Context: an optimization exercise on an open-source flow, tuned for a short achievable clock period and few clock cycles per item. The choices shown serve that exercise and are no tape-out recipe.
In this exercise RTL edits were held to simulation tests only and were not proved equivalent to the original.
The clock port is modelled as an ideal driver; clocking choices that lean on that would not hold on a real chip.
Power is estimated from default activity; no workload was simulated.

Setup of job 101:
==> flow/design.v (excerpt) <==
module ahb_sram #(
  parameter int MEM_DEPTH         = 256,
  parameter bit REGISTERED_OUTPUT = 1'b0
) (
  input  logic                  HCLK,
  input  logic                  HRESETn,
  input  logic                  HSEL,
  input  ahb_sram_pkg::haddr_t  HADDR,
  input  ahb_sram_pkg::hdata_t  HWDATA,
  output ahb_sram_pkg::hdata_t  HRDATA,
  input  logic                  HWRITE,
  input  ahb_sram_pkg::hsize_e  HSIZE,
  input  logic [2:0]            HBURST,
  input  logic [3:0]            HPROT,
  input  ahb_sram_pkg::htrans_e HTRANS,
  input  logic                  HMASTLOCK,
  input  logic                  HREADY,
  output logic                  HREADYOUT,
  output ahb_sram_pkg::hresp_e  HRESP
);
Size: roughly 18000 cells after synthesis, about 120 I/O pins, roughly 330000 um2 of cells after synthesis.
export LEC_CHECK = 0
export ABC_CLOCK_PERIOD_IN_PS = 2000
export CAP_MARGIN = 20
export CORE_MARGIN = 2
export CORE_UTILIZATION = 65
export CTS_CLUSTER_DIAMETER = 100
export CTS_CLUSTER_SIZE = 30
export PLACE_DENSITY = 0.72
export SETUP_SLACK_MARGIN = 4.0
export SLEW_MARGIN = 20
export SYNTH_HIERARCHICAL = 1
create_clock -name core_clock -period 6.0 [get_ports {HCLK}]
standard.sh (not shown) runs the stock make flow with config.mk's settings and CLKGATE_MAP_FILE= SYNTH_SCRIPT=/design/flow/synth_recipe.tcl, a recipe that flattens the netlist after the stock synthesis.
==> flow/flow/run.sh <==
#!/bin/bash
# Layout flow: the standard ORFS flow (standard.sh) with one hook,
# latency.tcl, which sets the expected clock insertion delay on the ideal
# clock before floorplanning. make's output goes to flow_make.log in the work
# folder; ORFS's per-step logs are under orfs/logs.
set -euo pipefail
HERE=$(cd "$(dirname "$0")" && pwd)
export PRE_FLOORPLAN_TCL=$HERE/latency.tcl
bash standard.sh > flow_make.log 2>&1
==> flow/flow/latency.tcl <==
set_clock_latency 0.90 [all_clocks]
Both conditions hold for job 101: the flow ran to the end and the final layout passed the timing, design-rule and antenna checks.
Testbench counts of job 101, summed over its fixed seeds: cycles 160,008, items 160,000.
diff inputs: job 101 => job 105
==> flow/flow/latency.tcl <==
set_clock_latency 0.95 [all_clocks]
==> comparison <==
Job 101 -> job 105: switching power summed over all nets flat
Summary of job 105 over job 101: half-perimeter wire length after detailed placement now smaller; register fraction of the total cell area shrank by 0.17 points; non-clock buffer total of the final layout went up by 22.
For via-per-instance ratio, job 105 and job 101 come out practically identical.
Sequential cell area in the final layout delta (job 105 -> job 101): insignificant
The number of placed instances, taps included of job 101 and that of job 105 are within noise of each other.
Against job 101, number of DRC markers in iteration 0 in job 105 came out better.
Job 105 | status: complete | timing, DRC, antenna: pass
In terms of final standard cell area without fillers, job 105 and job 101 differ only marginally.

* * *

Another version of the RTL of ahb_sram (not shown whole).
For scale: about 18000 cells after synthesis, ~8500 flip-flops, roughly 330000 sq um of cells after synthesis.
==> flow/config.mk <==
export PLATFORM = sky130hd
export DESIGN_NAME = ahb_sram
export DESIGN_NICKNAME = ahb_sram
export VERILOG_FILES = /design/flow/design.v
export SDC_FILE = /design/flow/constraint.sdc
export NUM_CORES = 8
export LEC_CHECK = 0
export ABC_CLOCK_PERIOD_IN_PS = 2000
export CAP_MARGIN = 20
export CORE_MARGIN = 2
export CORE_UTILIZATION = 65
export CTS_CLUSTER_DIAMETER = 100
export CTS_CLUSTER_SIZE = 30
export PLACE_DENSITY = 0.72
export SETUP_SLACK_MARGIN = 4.5
export SLEW_MARGIN = 20
export SYNTH_HIERARCHICAL = 1
==> flow/constraint.sdc <==
create_clock -name core_clock -period 6.0 [get_ports {HCLK}]
set_input_delay 1.2000 -clock core_clock [delete_from_list [all_inputs] [get_ports {HCLK}]]
set_output_delay 1.2000 -clock core_clock [all_outputs]
set_load 0.01 [all_outputs]
==> flow/flow/latency.tcl <==
set_clock_latency 0.95 [all_clocks]
Scripts as last shown in full above: flow/flow/run.sh
Testbench counts at the start, summed over its fixed seeds: cycles 160,008, items 160,000.
==> next run, changes <==
==> flow/run.sh (new file) <==
#!/bin/bash
# synth_recipe.tcl (not shown) runs the flow's synth.tcl, then flattens the netlist and writes it again
# the make line also repeats each setting of config.mk as NAME=value (left out here)
make -C /OpenROAD-flow-scripts/flow DESIGN_CONFIG=/design/flow/config.mk WORK_HOME=/design/flow/orfs CLKGATE_MAP_FILE= SYNTH_SCRIPT=/design/flow/synth_recipe.tcl finish
--- a/flow/config.mk
+++ b/flow/config.mk
@@ -10,7 +10,5 @@
 export CORE_MARGIN = 2
-export CORE_UTILIZATION = 65
-export CTS_CLUSTER_DIAMETER = 100
-export CTS_CLUSTER_SIZE = 30
-export PLACE_DENSITY = 0.72
-export SETUP_SLACK_MARGIN = 4.5
+export CORE_UTILIZATION = 75
+export PLACE_DENSITY = 0.82
+export SETUP_SLACK_MARGIN = 3.5
 export SLEW_MARGIN = 20
removed: flow/flow/run.sh
removed: flow/flow/latency.tcl
removed: flow/standard.sh
Effect:
- clock skew is lower by 0.0053 ns
- power rises by 21%
- wire length is lower by 1.3%
==> next run, changes <==
==> flow/flow/run.sh (new file) <==
#!/bin/bash
# Layout flow: the standard ORFS flow (standard.sh) with one hook,
# latency.tcl, which sets the expected clock insertion delay on the ideal
# clock before floorplanning. make's output goes to flow_make.log in the work
# folder; ORFS's per-step logs are under orfs/logs.
set -euo pipefail
HERE=$(cd "$(dirname "$0")" && pwd)
export PRE_FLOORPLAN_TCL=$HERE/latency.tcl
bash standard.sh > flow_make.log 2>&1
==> flow/flow/latency.tcl (new file) <==
set_clock_latency 0.95 [all_clocks]
==> flow/standard.sh (new file) <==
#!/bin/bash
# synth_recipe.tcl (not shown) runs the flow's synth.tcl, then flattens the netlist and writes it again
# the make line also repeats each setting of config.mk as NAME=value (left out here)
make -C /OpenROAD-flow-scripts/flow DESIGN_CONFIG=/design/flow/config.mk WORK_HOME=/design/flow/orfs CLKGATE_MAP_FILE= SYNTH_SCRIPT=/design/flow/synth_recipe.tcl "${@:-finish}"
--- a/flow/config.mk
+++ b/flow/config.mk
@@ -10,6 +10,9 @@
 export CORE_MARGIN = 2
-export CORE_UTILIZATION = 75
-export PLACE_DENSITY = 0.82
-export SETUP_SLACK_MARGIN = 3.5
+export CORE_UTILIZATION = 65
+export CTS_CLUSTER_DIAMETER = 100
+export CTS_CLUSTER_SIZE = 30
+export PLACE_DENSITY = 0.72
+export SETUP_SLACK_MARGIN = 3.3
 export SLEW_MARGIN = 20
 export SYNTH_HIERARCHICAL = 1
+export TNS_END_PERCENT = 20
removed: flow/run.sh
Effect: The changed run passed the timing, design-rule and antenna checks; flip-flop and latch count does not change; synthesized area stays the same; clock skew is about the same; power decreases by 18%; cell count is about the same; core utilization went down by 15 points.
==> next run, changes <==
--- a/flow/config.mk
+++ b/flow/config.mk
@@ -12,7 +12,7 @@
 export CTS_CLUSTER_DIAMETER = 100
-export CTS_CLUSTER_SIZE = 30
+export CTS_CLUSTER_SIZE = 25
+export GPL_ROUTABILITY_DRIVEN = 0
 export PLACE_DENSITY = 0.72
-export SETUP_SLACK_MARGIN = 3.3
+export SETUP_SLACK_MARGIN = 3.5
 export SLEW_MARGIN = 20
 export SYNTH_HIERARCHICAL = 1
-export TNS_END_PERCENT = 20
Global-route usage rises by 1.3 points.
Setup slack improved by 0.085 ns.
Clock power came out higher by about 8%.
First-iteration DRC count grows by 19%.
Hold slack gets better by 0.0042 ns.
Routed wire length climbs by 9.6%.

## what the ideal ports hide
In the flow no input, the clock included, has a driving cell. The finished layouts below were timed again as built, in two steps. Step 1 assumes that a clkbuf_16 drives the clock port and a buf_2 every other input. Step 2 moves the port delays by t, midway between the first and last clock arrival at a register: inputs arrive t later, outputs are due t later. That takes back most of the time a late clock gives input paths. Slacks: ideal ports / drivers / drivers and shift; pairs: ideal ports / drivers.
| run | shift t [ns] | slack for setup (ns) | worst hold slack (ns) | pins driven straight from the clock port |
|---|---|---|---|---|
| job 101 | 1.159 | 2.913 / 2.784 / 1.772 | 0.364 / 0.471 / 0.664 | 1 |
| job 105 | 1.161 | 2.913 / 2.778 / 1.722 | 0.356 / 0.412 / 0.673 | 1 |
| the first run of note 2 | 1.146 | 3.079 / 2.886 / 1.740 | 0.327 / 0.311 / 0.773 | 1 |
| the second run of note 2 | 1.256 | 3.007 / 2.885 / 1.629 | 0.239 / 0.263 / 0.743 | 1 |
| the third run of note 2 | 1.132 | 3.035 / 2.747 / 1.615 | 0.335 / 0.318 / 0.764 | 1 |
| the fourth run of note 2 | 1.145 | 3.120 / 2.870 / 1.724 | 0.339 / 0.325 / 0.773 | 1 |
After both steps setup and hold are still met in every run listed. The setup slack of the third run of note 2, which loses most, moves by -0.288 ns with the drivers and by -1.420 ns with both steps.
